Context: an optimization exercise on an open-source flow, tuned for small area, a short achievable clock period and few clock cycles per item. The choices shown serve that exercise and are no tape-out recipe. The RTL was checked by simulation tests, not by an equivalence proof against the original design. Power and IR drop assume default switching activity.

## flow/design.v (module list and top-level ports; edited modules follow where they fit)
// module pct_ctrl: 41 lines
// module pct_dec: 13 lines
// module pct_dp: 842 lines
// module partition_count_table: 64 lines
module partition_count_table
#(
    parameter int MAX_ELEMENTS = MAX_ELEMENTS_DEF
) (
    input  wire logic                  aclk,
    input  wire logic                  aresetn,
    input  wire logic                  s_tvalid,
    output logic                       s_tready,
    input  wire logic [S_TDATA_W-1:0]  s_tdata,   
    output logic                       m_tvalid,
    input  wire logic                  m_tready,
    output logic [M_TDATA_W-1:0]       m_tdata,   
    output logic                       m_tuser    
);
  // ...
==> flow/flow/run.sh <==
#!/bin/bash
# Own flow: the standard layout (standard.sh, all steps, unchanged scripts), with the
# timing repair at floorplan, CTS and global route aiming for SETUP_SLACK_MARGIN ns of setup
# slack instead of 0, so that gates on the table's paths get sized for a shorter period.
# The make output goes to standard_flow.log here; ORFS's own logs are under orfs/logs/.
set -euo pipefail
export SETUP_SLACK_MARGIN=6.2
bash standard.sh > standard_flow.log 2>&1
==> flow/standard.sh <==
#!/bin/bash
# synth_recipe.tcl (not shown) runs the flow's synth.tcl, then flattens the netlist and writes it again
# the make line also repeats each setting of config.mk as NAME=value (left out here)
make -C /OpenROAD-flow-scripts/flow DESIGN_CONFIG=/design/flow/config.mk WORK_HOME=/design/flow/orfs CLKGATE_MAP_FILE= SYNTH_SCRIPT=/design/flow/synth_recipe.tcl "${@:-finish}"
==> flow/config.mk <==
export PLATFORM = sky130hd
export DESIGN_NAME = partition_count_table
export DESIGN_NICKNAME = partition_count_table
export VERILOG_FILES = /design/flow/design.v
export SDC_FILE = /design/flow/constraint.sdc
export NUM_CORES = 4
export LEC_CHECK = 0
export CAP_MARGIN = 20
export CELL_PAD_IN_SITES_DETAIL_PLACEMENT = 1
export CELL_PAD_IN_SITES_GLOBAL_PLACEMENT = 2
export CORE_MARGIN = 2
export CORE_UTILIZATION = 20
export PLACE_DENSITY = 0.4
export SLEW_MARGIN = 20
==> flow/constraint.sdc <==
create_clock -name core_clock -period 10.0 [get_ports {aclk}]
set_input_delay 2.0000 -clock core_clock [delete_from_list [all_inputs] [get_ports {aclk}]]
set_output_delay 2.0000 -clock core_clock [all_outputs]
set_load 0.01 [all_outputs]
==> summary.txt, run 1 <==
Power and ir drop
  • Clk power: 689 uW
  • Sw Ratio: 45.1%
  • Flop+latch power: 635 uW
  • Power per cell area: 122 nW/um^2
  • VDD IR-drop max: 0.000109 V

Timing
  • Rel. slew slack: 17.8%
  • Unrepaired setup endpoints after global routing: yes
  • Final setup margin: 5.94 ns
  • Fin Setup TNS: 0 ns
  • Final setup fails: 0
  • Post-Route Skew: 0.0220 ns

Die
  • DIE AREA: 75200 um^2
  • Well Taps: 959
  • Die height: 274 um
  • Initial Util: 20.1%
  • Die width: 274 um

Routing
  • Drc violations: 0
  • Routed wire per std cell: 50.5 um
  • DR iter-0 viols: 3357
  • Max Used Layer: met5

Logic synthesis
  • Ys Warns: 4
  • Yosys cell types: 78
  • Post-synth top area share: 22.2%
  • Count leader, synth: nand2_1
  • Synth Area in Adders: 0.257%
  • Synth Flop Type: edfxtp_1

Critical path
  • CP Capture Type: flop
  • Setup CP Type: flop to flop

Final layout
  • Multi-input gates: 1706
  • Max-area cell class: multi-input gates
  • Non-clk bufs: 206
  • Fin nets: 2099
  • Non-clock inverters: 21
  • Clock buffer cells: 17
  • Largest regs: b_total: 31 flops, b_entry: 29 flops
  • Clock-cell share of area: 3.39%

Worst hold path
  • Hold Path Stages: 2

Placement
  • Placed inst area: 16700 um^2
  • I/O Buffers: 78

Run status
  • Run status: finished clean

Clock tree
  • Clock buffer depth: 2
Testbench counts, summed over its fixed seeds: cycles 2,416, queries 2,400.
==> run 2, diff against run 1 <==
--- a/flow/flow/run.sh
+++ b/flow/flow/run.sh
@@ -4,5 +4,5 @@
 # slack instead of 0, so that gates on the table's paths get sized for a shorter period.
 # The make output goes to standard_flow.log here; ORFS's own logs are under orfs/logs/.
 set -euo pipefail
-export SETUP_SLACK_MARGIN=6.2
+export SETUP_SLACK_MARGIN=7.0
 bash standard.sh > standard_flow.log 2>&1
==> run 2 against run 1 <==
  * Still clean on timing, DRC and antenna
  * Design area is 21% higher
  * Routed wire length up 15%
  * Cell count rose by 6.2%
  * Critical path type unchanged
  * Largest cell class unchanged
==> summary.txt, run 2 <==
Run status
  • Run status: finished clean (unchanged)

Critical path
  • Max FO, Critical Path: 32 (was 75)
  • Worst path cell trace: buf_6, buf_6, nand2_2, nand2_1, nor2_1, nand3_1, o21ai_0, nand4_1 (was buf_12, o21ai_0, nand2_1, o41ai_1, nand4_1, or4_1)
  • CP Capture Type: flop (unchanged)
  • CP most frequent cell: buf_6
  • Max stage delay on crit path: 0.44 ns (was 1.06 ns)
  • R2r setup slk: 6.49 ns (was 5.94 ns)
  • CP bufs+invs: 2 (was 1)
  • Worst endpoint required time: 10.11 ns (was 10.21 ns)
  • CP endpoint: b_entry[4] (was b_entry[0])
  • Startpoint Class: flop (unchanged)
  • Reg2Reg Launch Point: a_r[4] (was a_d[5])
  • Crit path launch: a_r[4] (was a_d[5])
  • Path depth of the worst reg2reg path: 8 (was 6)
  • Worst r2r dst: b_entry[4] (was b_entry[0])
  • CP arrival: 3.62 ns (was 4.27 ns)
  • Slowest CP cell: nor2_1 (was o21ai_0)
  • Crit path max-delay family: simple AND/OR/NAND/NOR gates (was compound AO/OA/AOI/OAI gates)
  • Setup CP Type: flop to flop (unchanged)
  • CP Depth: 8 (was 6)

Final layout
  • Largest regs: b_total: 31 flops, b_entry: 29 flops (unchanged)
  • FILL cells: 8575 (was 8773)
  • Fin nets: 2285 (was 2099)
  • Most frequent cells in the layout: 260 x nand2_1, 216 x buf_4, 192 x o21ai_0 (was 295 x nand2_1, 240 x o21ai_0, 183 x nand3_1)
  • Commonest non-fill, non-tap cell in the layout: nand2_1 (unchanged)
  • Footprint of the multi-input gates: 11800 um^2 (was 10300 um^2)
  • Flip-flop count of the largest register after layout: 31 (unchanged)
  • Share of cells above drive strength 1: 32.1% (was 12.6%)
  • Largest Register: b_total (unchanged)
  • Area grow syn2layout: 45.9% (was 20.8%)
  • Register area: 3560 um^2 (about the same)

Clock tree
  • Total CTS buffers: 17 (unchanged)
  • Hold buffers post-CTS: 0 (unchanged)
  • Clock Latency Late Sink: 0.50 ns (was 0.51 ns)
  • Clock buffer depth: 2 (unchanged)
  • CTS tree: done (unchanged)
  • CTS sink cnt: 124 (unchanged)
  • Clock H-tree levels: 4 (unchanged)
  • Root Buffer: clkbuf_16 (unchanged)
  • Clock-pin slew on the worst setup and hold paths: 0.08 ns (about the same)

Timing
  • Final setup margin: 6.49 ns (was 5.94 ns)
  • Fin Setup TNS: 0 ns (unchanged)
  • Final Max Tran Viols: 0 (unchanged)
  • Achievable frequency: 0.285 GHz (was 0.246 GHz)
  • Endpoints failing hold: 0 (unchanged)
  • Unrepaired setup endpoints after global routing: yes (unchanged)
  • Period utilisation layout: 35.1% (was 40.6%)
  • Tightest Pin Transition: 1.16 ns (was 1.22 ns)
  • Post-Route Skew: 0.0197 ns (was 0.0220 ns)
  • Final setup fails: 0 (unchanged)
  • Crit path time final: 3.51 ns (was 4.06 ns)
  • Rel. slew slack: 22.5% (was 17.8%)

Routing
  • Detail Route Antenna Nets: 0 (unchanged)
  • Detailed Routing Iterations Pass 1: 8 (was 6)
  • Drt via density: 7.33 (was 6.92)
  • DR iter-0 viols: 4036 (was 3357)
  • Drc violations: 0 (unchanged)
  • Routed wire per std cell: 54.7 um (was 50.5 um)
  • Via count: 23800 (was 21100)
  • Routed wire length: 177 mm (was 154 mm)

Logic synthesis
  • #FFs+latches synth: 124 (unchanged)
  • Post-synth EDFFs: 108 (unchanged)
  • Simple-Gate Fraction of Synth Area: 34.3% (unchanged)
  • Cells after synthesis: 2113 (unchanged)
  • Synth area leaders: edfxtp_1 22%, o21ai_0 9.0%, nand2_1 7.8% (unchanged)
  • Mux contribution to synthesized area: 1.04% (unchanged)
  • Xor/xnor share of the synthesized area: 0.300% (unchanged)
  • Async S/R FF share, synth: 0% (unchanged)
  • Yosys cell types: 78 (unchanged)
  • Proportion of synthesized chip area in sequential cells: 24.4% (unchanged)
  • Commonest cells in the netlist: 302 x nand2_1, 262 x o21ai_0, 233 x clkbuf_1 (unchanged)
  • Post-synth top area share: 22.2% (unchanged)
  • Syn avg cell area: 6.91 um^2 (unchanged)
  • Synth Flop Type: edfxtp_1 (unchanged)
  • Synth area leader: edfxtp_1 (unchanged)
  • Post-Syn Area: 14600 um^2 (unchanged)
  • Synth Area in Adders: 0.257% (unchanged)
  • Synth Area in Compound Gates: 32.1% (unchanged)
  • Main combinational cell family by area after synthesis: simple AND/OR/NAND/NOR gates (unchanged)
  • Count leader, synth: nand2_1 (unchanged)
  • Ys Warns: 4 (unchanged)

Global route
  • Total track usage: 44.5% (was 40.3%)
  • Initial antenna violation count: 18 (was 21)
  • Pin count of the biggest net entering global routing: 75 (was 85)
  • First-pass GRT wire length: 222 mm (was 203 mm)
  • Vias in the first global route: 21900 (was 20400)
  • Gr ovfl total: 0 (unchanged)

Die
  • Die height: 274 um (unchanged)
  • Die width: 274 um (unchanged)
  • I/O Pins: 87 (unchanged)
  • Initial Util: 20.1% (unchanged)
  • DIE AREA: 75200 um^2 (unchanged)
  • Core area: 72600 um^2 (unchanged)
  • Rows: 99 (unchanged)

Placement
  • Detail Placement HPWL: 107 mm (was 104 mm)
  • Setup slack at placement: 5.32 ns (was 5.63 ns)
  • I/O Buffers: 78 (unchanged)
  • Routability Congestion: 1.01 (was 1.04)

Worst hold path
  • Worst hold-check path type: flop to flop (unchanged)

Job
  • MaxCap Viol Count: 0 (unchanged)

Power and ir drop
  • Power per cell area: 112 nW/um^2 (was 122 nW/um^2)
  • VDD IR-drop max: 0.000104 V (was 0.000109 V)
  • LEAKAGE: 9.94 nW (was 8.07 nW)
run 2: cell counts after synthesis:
Identical to the previous run, type by type.
run 2: worst min-delay path by stage:
stage	end	from	slack (ns)	cells past startpoint
finish	u_ctrl.b_v	u_ctrl.a_v	0.50	1
global route	u_ctrl.b_v	u_ctrl.a_v	0.52	1
CTS	u_ctrl.b_v	u_ctrl.a_v	0.51	1
detailed placement	u_ctrl.b_v	u_ctrl.a_v	0.49	1
global placement	u_ctrl.s_v	u_ctrl.a_v	0.48	2
floorplan	u_ctrl.b_v	u_ctrl.a_v	0.46	1
run 2: power by group:
part           internal, mW  leakage [nW]  switching (mW)  total (mW)
Sequential            0.614          1.42          0.0216       0.635
Combinational         0.314          8.23           0.753        1.07
Clock                 0.337         0.294           0.353       0.689
Total                  1.26          9.94            1.13        2.39
run 2: metrics by stage:
step | utilization [%] | total power [mW] | hold slack, ns | cell area, um^2 | std cells
after floorplan | - | 0.993 | 0.460 | 14900 | 2116
after global placement | 23.4 | 1.44 | 0.475 | 17000 | 3022
after detailed placement | 23.4 | 1.43 | 0.492 | 17000 | 3023
after CTS | 27.5 | 2.27 | 0.511 | 19900 | 3166
after global routing | 29.3 | 2.40 | 0.519 | 21300 | 3237
final | 29.3 | 2.39 | 0.504 | 21300 | 3244
run 2: routing by layer:
| layer | part of all wire [%] | GRT usage, % | up-vias |
|---|---|---|---|
| li1 | - | - | 8573 |
| met1 | 37 | 54.9 | 11900 |
| met2 | 39 | 63.1 | 2441 |
| met3 | 14 | 17.4 | 797 |
| met4 | 9.7 | 30.9 | 14 |
| met5 | 0.11 | 0 | - |
run 2: final cells by class:
| type | count | area share (%) |
|---|---|---|
| tap | 959 | 5.63 |
| sequential | 124 | 16.7 |
| clock buffer | 17 | 2.00 |
| clock inverter | 15 | 0.805 |
| multi-input combinational | 1707 | 55.6 |
| inverter | 21 | 0.476 |
| antenna | 10 | 0.118 |
| timing repair buffer | 391 | 18.6 |
run 2: cell families after synthesis:
group / count (synthesis)
fa+ha+maj: 3
simple gates: 978
xor+xnor: 5
compound gates: 701
mux: 15
other cells: 1
buf+inv: 286
flops: 124
run 2: timing repair:
| action | in CTS | in global routing |
|---|---|---|
| buffers inserted | 96 | 54 |
| endpoints found under the setup margin | 246 | 167 |
| gates cloned | 15 | 12 |
| resized for setup | 608 | 141 |
| pin swaps | 73 | 63 |
==> run 3, diff against run 2 <==
--- a/flow/flow/run.sh
+++ b/flow/flow/run.sh
@@ -4,5 +4,5 @@
 # slack instead of 0, so that gates on the table's paths get sized for a shorter period.
 # The make output goes to standard_flow.log here; ORFS's own logs are under orfs/logs/.
 set -euo pipefail
-export SETUP_SLACK_MARGIN=7.0
+export SETUP_SLACK_MARGIN=6.6
 bash standard.sh > standard_flow.log 2>&1
--- a/flow/config.mk
+++ b/flow/config.mk
@@ -9,6 +9,6 @@
 export CELL_PAD_IN_SITES_DETAIL_PLACEMENT = 1
 export CELL_PAD_IN_SITES_GLOBAL_PLACEMENT = 2
 export CORE_MARGIN = 2
-export CORE_UTILIZATION = 20
-export PLACE_DENSITY = 0.4
+export CORE_UTILIZATION = 26
+export PLACE_DENSITY = 0.45
 export SLEW_MARGIN = 20
==> run 3 against run 2 <==
  * Global-route usage increased by 4.7 points
  * Largest cell class unchanged
  * Synthesized area stayed put
  * Maximum frequency down 3.8%
  * Setup slack worse by 0.14 ns
  * Critical path depth fell by 2
  * Largest power group unchanged
  * Core utilization up 3.4 points
  * Cell count down 12%
  * Via count down 6.4%
==> summary.txt, run 3 <==
Final layout
  • Commonest non-fill, non-tap cell in the layout: nand2_1 (unchanged)
  • Largest Register: b_total (unchanged)
  • Fin nets: 2115 (was 2285)
  • Most frequent cells in the layout: 281 x nand2_1, 229 x o21ai_0, 179 x nand3_1 (was 260 x nand2_1, 216 x buf_4, 192 x o21ai_0)
  • Share of cells above drive strength 1: 16.7% (was 32.1%)
  • Flip-flop count of the largest register after layout: 31 (unchanged)
  • Area grow syn2layout: 24.2% (was 45.9%)
  • Final Non-Filler Cells: 2862 (was 3244)
  • Largest regs: b_total: 31 flops, b_entry: 29 flops (unchanged)
  • FILL cells: 6722 (was 8575)

Global route
  • First-pass GRT wire length: 192 mm (was 222 mm)
  • Gr ovfl total: 0 (unchanged)
  • Vias in the first global route: 21000 (was 21900)
  • Initial antenna violation count: 20 (was 18)
  • Pin count of the biggest net entering global routing: 104 (was 75)
  • Total track usage: 49.2% (was 44.5%)

Power and ir drop
  • Power share of the clock group: 29.5% (was 28.8%)
  • Power per cell area: 117 nW/um^2 (was 112 nW/um^2)
  • Comb pwr share: 40.4% (was 44.6%)
  • Net Sw Power: 942 uW (was 1.13 mW)
  • VDD IR-drop max: 0.000126 V (was 0.000104 V)
  • Pint: 1.17 mW (was 1.26 mW)
  • Sequential power share: 30.1% (was 26.6%)
  • LEAKAGE: 8.56 nW (was 9.94 nW)
  • Sw Ratio: 44.5% (was 47.1%)
  • Tot Pwr: 2.11 mW (was 2.39 mW)

Routing
  • Detailed Routing Iterations Pass 1: 8 (unchanged)
  • Detail Route Antenna Nets: 0 (unchanged)
  • Routed wire length: 145 mm (was 177 mm)
  • Drt via density: 7.77 (was 7.33)
  • Drc violations: 0 (unchanged)
  • Routed wire per std cell: 50.6 um (was 54.7 um)
  • DR iter-0 viols: 4403 (was 4036)
  • Via count: 22200 (was 23800)

Run status
  • Run status: finished clean (unchanged)

Clock tree
  • Clock H-tree levels: 4 (unchanged)
  • Clock-pin slew on the worst setup and hold paths: 0.07 ns (was 0.08 ns)
  • Clock buffer depth: 2 (unchanged)
  • Clock Latency Late Sink: 0.49 ns (was 0.50 ns)
  • CTS sink cnt: 124 (unchanged)
  • CTS tree: done (unchanged)
  • Hold buffers post-CTS: 0 (unchanged)
  • Total CTS buffers: 17 (unchanged)
  • Root Buffer: clkbuf_16 (unchanged)

Logic synthesis
  • #FFs+latches synth: 124 (unchanged)
  • Post-Syn Area: 14600 um^2 (unchanged)
  • Synth area leader: edfxtp_1 (unchanged)
  • Async S/R FF share, synth: 0% (unchanged)
  • Synth Flop Type: edfxtp_1 (unchanged)
  • Yosys cell types: 78 (unchanged)
  • Ys Warns: 4 (unchanged)
  • Post-synth EDFFs: 108 (unchanged)
  • Proportion of synthesized chip area in sequential cells: 24.4% (unchanged)
  • Syn avg cell area: 6.91 um^2 (unchanged)
  • Cells after synthesis: 2113 (unchanged)
  • Count leader, synth: nand2_1 (unchanged)
  • Synth area leaders: edfxtp_1 22%, o21ai_0 9.0%, nand2_1 7.8% (unchanged)
  • Commonest cells in the netlist: 302 x nand2_1, 262 x o21ai_0, 233 x clkbuf_1 (unchanged)
  • Post-synth top area share: 22.2% (unchanged)

Placement
  • Placed cells: 2802 (was 3023)
  • I/O Buffers: 78 (unchanged)
  • Setup slack at placement: 5.59 ns (was 5.32 ns)
  • Routability Congestion: 1.10 (was 1.01)
  • Detail Placement HPWL: 96.9 mm (was 107 mm)

Timing
  • Endpoints failing hold: 0 (unchanged)
  • Achievable frequency: 0.274 GHz (was 0.285 GHz)
  • Period utilisation layout: 36.5% (was 35.1%)
  • Final setup fails: 0 (unchanged)
  • Final Max Tran Viols: 0 (unchanged)
  • Post-Route Skew: 0.0139 ns (was 0.0197 ns)
  • Hold slack: 0.515 ns (was 0.504 ns)
  • Fin Setup TNS: 0 ns (unchanged)
  • Unrepaired setup endpoints after global routing: yes (unchanged)
  • Final setup margin: 6.35 ns (was 6.49 ns)
  • Tightest Pin Transition: 1.30 ns (was 1.16 ns)
  • Crit path time final: 3.65 ns (was 3.51 ns)
  • Rel. slew slack: 12.7% (was 22.5%)

Die
  • DIE AREA: 58100 um^2 (was 75200 um^2)
  • Initial Util: 26.4% (was 20.1%)
  • I/O Pins: 87 (unchanged)
  • Die height: 241 um (was 274 um)
  • Core area: 55300 um^2 (was 72600 um^2)
  • Die width: 241 um (was 274 um)
  • Rows: 86 (was 99)

Critical path
  • Max FO, Critical Path: 35 (was 32)
  • Startpoint Class: flop (unchanged)
  • CP Capture Type: flop (unchanged)
  • Worst endpoint required time: 10.21 ns (was 10.11 ns)
  • R2r setup slk: 6.35 ns (was 6.49 ns)
  • Setup CP Type: flop to flop (unchanged)
  • CP arrival: 3.86 ns (was 3.62 ns)

Worst hold path
  • Worst hold-check path type: flop to flop (unchanged)

Job
  • MaxCap Viol Count: 0 (unchanged)
[run 3: cell counts after synthesis]
No cell type changed its count.
[run 3: layer usage]
metal	part of all wire, %	wire length, um	up-vias	track usage [%]
met2	38	54600	2346	66.3
met1	36	52700	10900	58.7
met4	10	14700	16	37.6
li1	-	-	8204	-
met3	16	22700	764	24.9
met5	0.15	213	-	1.26
[run 3: kinds of logic after synthesis]
family / count (synthesis) / share of synthesized area (%)
AO/OA/AOI/OAI: 701 / 32.1
other: 1 / 0.0257
buffers and inverters: 286 / 7.53
adder cells (fa/ha/maj): 3 / 0.257
AND/OR/NAND/NOR: 978 / 34.3
multiplexers: 15 / 1.04
flip-flops: 124 / 24.4
XOR/XNOR: 5 / 0.300
[run 3: final timing paths]
check,from,end,cells past startpoint
worst min register to register,s_q[1],s_q[1],2
worst max register to register,a_d[7],b_entry[1],6
worst max-delay path,a_d[7],b_entry[1],6
worst min-delay path,s_q[1],s_q[1],2
[run 3: repair_timing]
item                                   CTS  global route
setup endpoints to repair              107            42
pin swaps                               11             7
endpoints found under the hold margin    0             0
setup buffers                           10             3
gates resized for setup                170            68
cloned                                   4             1
[run 3: critical path, stage by stage, from the launching register on]
cell and delay [ns]:
edfxtp_1 0.38, buf_6 0.24, o21ai_0 0.96, nand3_1 0.31, o41ai_2 0.77, nand4_1 0.18
or4_1 0.49
[run 3: power by group through the flow]
stage | registers (mW) | logic (mW) | clock network [mW]
2_1_floorplan | 0.660 | 0.323 | 0
3_3_place_gp | 0.646 | 0.731 | 0
3_5_place_dp | 0.648 | 0.725 | 0
4_1_cts | 0.636 | 0.774 | 0.638
5_1_grt | 0.641 | 0.841 | 0.652
6_report | 0.636 | 0.854 | 0.624
[run 3: cell type report]
cell class	instances	area, um^2	share of cell area [%]
Multi-Input combinational cell	1706	10800	59.6
Sequential cell	124	3560	19.7
Timing Repair Buffer	222	2180	12.0
Tap cell	748	936	5.16
Clock buffer	17	425	2.35
Clock inverter	15	123	0.676
Inverter	21	83.8	0.462
Antenna cell	9	22.5	0.124
[run 3: metrics by stage]
step           area, um^2  utilization, %
6_report            18100            32.8
2_1_floorplan       14600               -
3_3_place_gp        16300            29.5
4_1_cts             17800            32.1
5_1_grt             18100            32.7
3_5_place_dp        16300            29.5
==> run 4, diff against run 3 <==
==> flow/flow/run.sh (replaced) <==
#!/bin/bash
set -euo pipefail
export SETUP_SLACK_MARGIN=6.6
export BUFFER_PORTS_ARGS="-buffer_cell sky130_fd_sc_hd__buf_2"
bash standard.sh > standard_flow.log 2>&1
--- a/flow/config.mk
+++ b/flow/config.mk
@@ -9,6 +9,7 @@
 export CELL_PAD_IN_SITES_DETAIL_PLACEMENT = 1
 export CELL_PAD_IN_SITES_GLOBAL_PLACEMENT = 2
 export CORE_MARGIN = 2
-export CORE_UTILIZATION = 26
+export CORE_UTILIZATION = 24
+export CTS_BUF_LIST = sky130_fd_sc_hd__clkbuf_4 sky130_fd_sc_hd__clkbuf_8
 export PLACE_DENSITY = 0.45
 export SLEW_MARGIN = 20
==> run 4 against run 3 <==
  * Still clean
  * Highest routed layer unchanged
  * Register-to-register slack worse by 0.11 ns
  * Clock skew is 0.017 ns higher
  * Global-route usage is 3.7 points lower
  * Clock power is 18% lower
  * Critical path type unchanged
  * First-iteration DRC count is 10% lower
  * Critical endpoint is now b_entry[4]
==> summary.txt, run 4 <==
Run status
  • Run status: finished clean (unchanged)

Routing
  • DR iter-0 viols: 3948 (was 4403)
  • Detailed Routing Iterations Pass 1: 12 (was 8)
  • Routed wire per std cell: 50.8 um (was 50.6 um)
  • Drc violations: 0 (unchanged)
  • Detail Route Antenna Nets: 0 (unchanged)
  • Routed wire length: 148 mm (was 145 mm)
  • Via count: 22200 (about the same)
  • Drt via density: 7.64 (was 7.77)

Placement
  • Routability Congestion: 1.04 (was 1.10)
  • Setup slack at placement: 5.60 ns (was 5.59 ns)
  • I/O Buffers: 78 (unchanged)
  • Detail Placement HPWL: 98.4 mm (was 96.9 mm)

Timing
  • Achievable frequency: 0.266 GHz (was 0.274 GHz)
  • Final setup margin: 6.24 ns (was 6.35 ns)
  • Rel. slew slack: 14.6% (was 12.7%)
  • Hold slack: 0.512 ns (was 0.515 ns)
  • Crit path time final: 3.76 ns (was 3.65 ns)
  • Endpoints failing hold: 0 (unchanged)
  • Final Max Tran Viols: 0 (unchanged)
  • Tightest Pin Transition: 1.27 ns (was 1.30 ns)
  • Unrepaired setup endpoints after global routing: yes (unchanged)
  • Post-Route Skew: 0.0306 ns (was 0.0139 ns)
  • Final setup fails: 0 (unchanged)
  • Period utilisation layout: 37.6% (was 36.5%)
  • Fin Setup TNS: 0 ns (unchanged)

Critical path
  • Worst endpoint required time: 10.16 ns (was 10.21 ns)
  • Startpoint Class: flop (unchanged)
  • CP arrival: 3.93 ns (was 3.86 ns)
  • Setup CP Type: flop to flop (unchanged)
  • Max stage delay on crit path: 0.48 ns (was 0.96 ns)
  • CP bufs+invs: 2 (was 1)
  • Worst path cell trace: buf_12, o21ai_1, buf_4, nand2_1, nor2_1, nand3_1, o21ai_0, nand4_1 (was buf_6, o21ai_0, nand3_1, o41ai_2, nand4_1, or4_1)
  • CP Capture Type: flop (unchanged)
  • Slowest CP cell: o21ai_0 (unchanged)
  • Crit path max-delay family: simple AND/OR/NAND/NOR gates (was compound AO/OA/AOI/OAI gates)
  • R2r setup slk: 6.24 ns (was 6.35 ns)
  • Max FO, Critical Path: 90 (was 35)

Final layout
  • Fin nets: 2127 (was 2115)
  • Share of cells above drive strength 1: 20.2% (was 16.7%)
  • Largest Register: b_total (unchanged)
  • Commonest non-fill, non-tap cell in the layout: nand2_1 (unchanged)
  • Most frequent cells in the layout: 283 x nand2_1, 221 x o21ai_0, 180 x nand3_1 (was 281 x nand2_1, 229 x o21ai_0, 179 x nand3_1)
  • Footprint of the multi-input gates: 10700 um^2 (was 10800 um^2)
  • Flip-flop count of the largest register after layout: 31 (unchanged)
  • Area grow syn2layout: 21.2% (was 24.2%)
  • Register area: 3560 um^2 (unchanged)
  • FILL cells: 7249 (was 6722)
  • Largest regs: b_total: 31 flops, b_entry: 29 flops (unchanged)

Clock tree
  • Total CTS buffers: 17 (unchanged)
  • Hold buffers post-CTS: 0 (unchanged)
  • CTS tree: done (unchanged)
  • Root Buffer: clkbuf_8 (was clkbuf_16)
  • Clock buffer depth: 2 (unchanged)
  • Clock-pin slew on the worst setup and hold paths: 0.10 ns (was 0.07 ns)
  • CTS sink cnt: 124 (unchanged)
  • Clock H-tree levels: 4 (unchanged)
  • Clock Latency Late Sink: 0.58 ns (was 0.49 ns)

Logic synthesis
  • #FFs+latches synth: 124 (unchanged)
  • Synth Area in Compound Gates: 32.1% (unchanged)
  • Synth Area in Adders: 0.257% (unchanged)
  • Proportion of synthesized chip area in sequential cells: 24.4% (unchanged)
  • Synth area leaders: edfxtp_1 22%, o21ai_0 9.0%, nand2_1 7.8% (unchanged)
  • Yosys cell types: 78 (unchanged)
  • Post-Syn Area: 14600 um^2 (unchanged)
  • Commonest cells in the netlist: 302 x nand2_1, 262 x o21ai_0, 233 x clkbuf_1 (unchanged)
  • Simple-Gate Fraction of Synth Area: 34.3% (unchanged)
  • Xor/xnor share of the synthesized area: 0.300% (unchanged)
  • Post-synth top area share: 22.2% (unchanged)
  • Async S/R FF share, synth: 0% (unchanged)
  • Post-synth EDFFs: 108 (unchanged)
  • Mux contribution to synthesized area: 1.04% (unchanged)
  • Syn avg cell area: 6.91 um^2 (unchanged)
  • Cells after synthesis: 2113 (unchanged)
  • Synth Flop Type: edfxtp_1 (unchanged)
  • Ys Warns: 4 (unchanged)
  • Synth area leader: edfxtp_1 (unchanged)
  • Count leader, synth: nand2_1 (unchanged)
  • Main combinational cell family by area after synthesis: simple AND/OR/NAND/NOR gates (unchanged)

Power and ir drop
  • Power per cell area: 112 nW/um^2 (was 117 nW/um^2)
  • LEAKAGE: 8.46 nW (was 8.56 nW)
  • VDD IR-drop max: 0.0000983 V (was 0.000126 V)
  • Comb pwr share: 41.9% (was 40.4%)
  • Power share of the clock group: 25.9% (was 29.5%)
  • Net Sw Power: 945 uW (was 942 uW)
  • Sw Ratio: 47.8% (was 44.5%)
  • Pint: 1.03 mW (was 1.17 mW)
  • Sequential power share: 32.2% (was 30.1%)

Global route
  • Vias in the first global route: 21100 (was 21000)
  • Total track usage: 45.5% (was 49.2%)
  • First-pass GRT wire length: 195 mm (was 192 mm)
  • Initial antenna violation count: 19 (was 20)
  • Pin count of the biggest net entering global routing: 104 (unchanged)
  • Gr ovfl total: 0 (unchanged)

Die
  • Core area: 60200 um^2 (was 55300 um^2)
  • DIE AREA: 62800 um^2 (was 58100 um^2)
  • Die height: 251 um (was 241 um)
  • I/O Pins: 87 (unchanged)
  • Die width: 251 um (was 241 um)
  • Rows: 90 (was 86)
  • Initial Util: 24.2% (was 26.4%)

Worst hold path
  • Worst hold-check path type: flop to flop (unchanged)

Job
  • MaxCap Viol Count: 0 (unchanged)
run 4: cell counts after synthesis:
No cell type changed its count.
run 4: kinds of logic after synthesis:
group                      count (synthesis)
AOI/OAI and AO/OA                        701
adders and majority gates                  3
DFF                                      124
buffers and inverters                    286
other                                      1
xor gates and xnor gates                   5
muxes                                     15
and+or+nand+nor                          978
run 4: final cells by class:
cell class | instances | area share (%)
Antenna cell | 12 | 0.170
Clock buffer | 17 | 1.32
Clock inverter | 15 | 0.948
Inverter | 21 | 0.474
Multi-Input combinational cell | 1706 | 60.3
Sequential cell | 124 | 20.1
Tap cell | 782 | 5.53
Timing Repair Buffer | 234 | 11.1
run 4: final timing paths:
| path | start | endpoint | cells after the start |
|---|---|---|---|
| setup / recovery | a_d[9] | b_entry[4] | 8 |
| hold / removal | u_ctrl.a_v | u_ctrl.b_v | 1 |
| setup reg to reg | a_d[9] | b_entry[4] | 8 |
| hold reg to reg | u_ctrl.a_v | u_ctrl.b_v | 1 |
run 4: layer usage:
layer | vias to the layer above | routed length (um) | GRT usage (%)
met5 | - | 55 | 0
met4 | 8 | 13000 | 31.7
met3 | 629 | 20900 | 18.1
met2 | 2221 | 58200 | 64.0
met1 | 11200 | 55800 | 56.3
li1 | 8216 | - | -
run 4: through the flow:
step           cells  util (%)  power, mW  area [um^2]
3_5_place_dp    2834      26.6       1.35        16000
6_report        2911      29.4       1.98        17700
5_1_grt         2902      29.3       1.99        17700
3_3_place_gp    2831      26.5       1.35        16000
4_1_cts         2876      28.4       1.90        17100
2_1_floorplan   2116         -      0.983        14600
run 4: power groups by stage:
stage	sequential, mW	combinational, mW	clock (mW)
after floorplan	0.660	0.323	0
after global placement	0.650	0.701	0
after detailed placement	0.652	0.694	0
after CTS	0.637	0.737	0.526
after global routing	0.641	0.814	0.537
final	0.636	0.829	0.512
run 4: what timing repair did:
item | in CTS | in global routing
pin swaps | 5 | 15
endpoints found under the setup margin | 22 | 18
cloned | 3 | 4
setup buffers | 7 | 19
resized for setup | 132 | 73

## re-timing with driven ports
In the flow no input, the clock included, has a driving cell. The finished layouts below were timed again as built, in two steps. Step 1 (the two cells are an assumption about what drives the block):
set clk [get_ports {aclk}]
set_driving_cell -lib_cell sky130_fd_sc_hd__clkbuf_16 $clk
set_driving_cell -lib_cell sky130_fd_sc_hd__buf_2 [delete_from_list [all_inputs] $clk]
Step 2, shift: input delay + t, output delay - t, t = (earliest + latest rising clock arrival at the registers) / 2. This alone moves slack from input paths to output paths. Slacks: no drivers / after step 1 / after step 2; pairs: no drivers / after step 1.
run | t (ns) | setup WS [ns] | worst setup path after step 2 | clock arrival spread, ns
run 1 | 0.562 | 5.935 / 5.935 / 5.918 | input to register | 0.023 / 0.023
run 2 | 0.565 | 6.486 / 6.486 / 6.486 | register to register | 0.020 / 0.019
run 3 | 0.550 | 6.347 / 6.347 / 6.169 | input to register | 0.014 / 0.014
run 4 | 0.626 | 6.236 / 6.236 / 6.236 | register to register | 0.031 / 0.030
After both steps setup and hold are still met in every run listed. For run 3, which loses most, drivers alone change the setup slack by 0.000 ns; drivers and shift together by -0.178 ns.
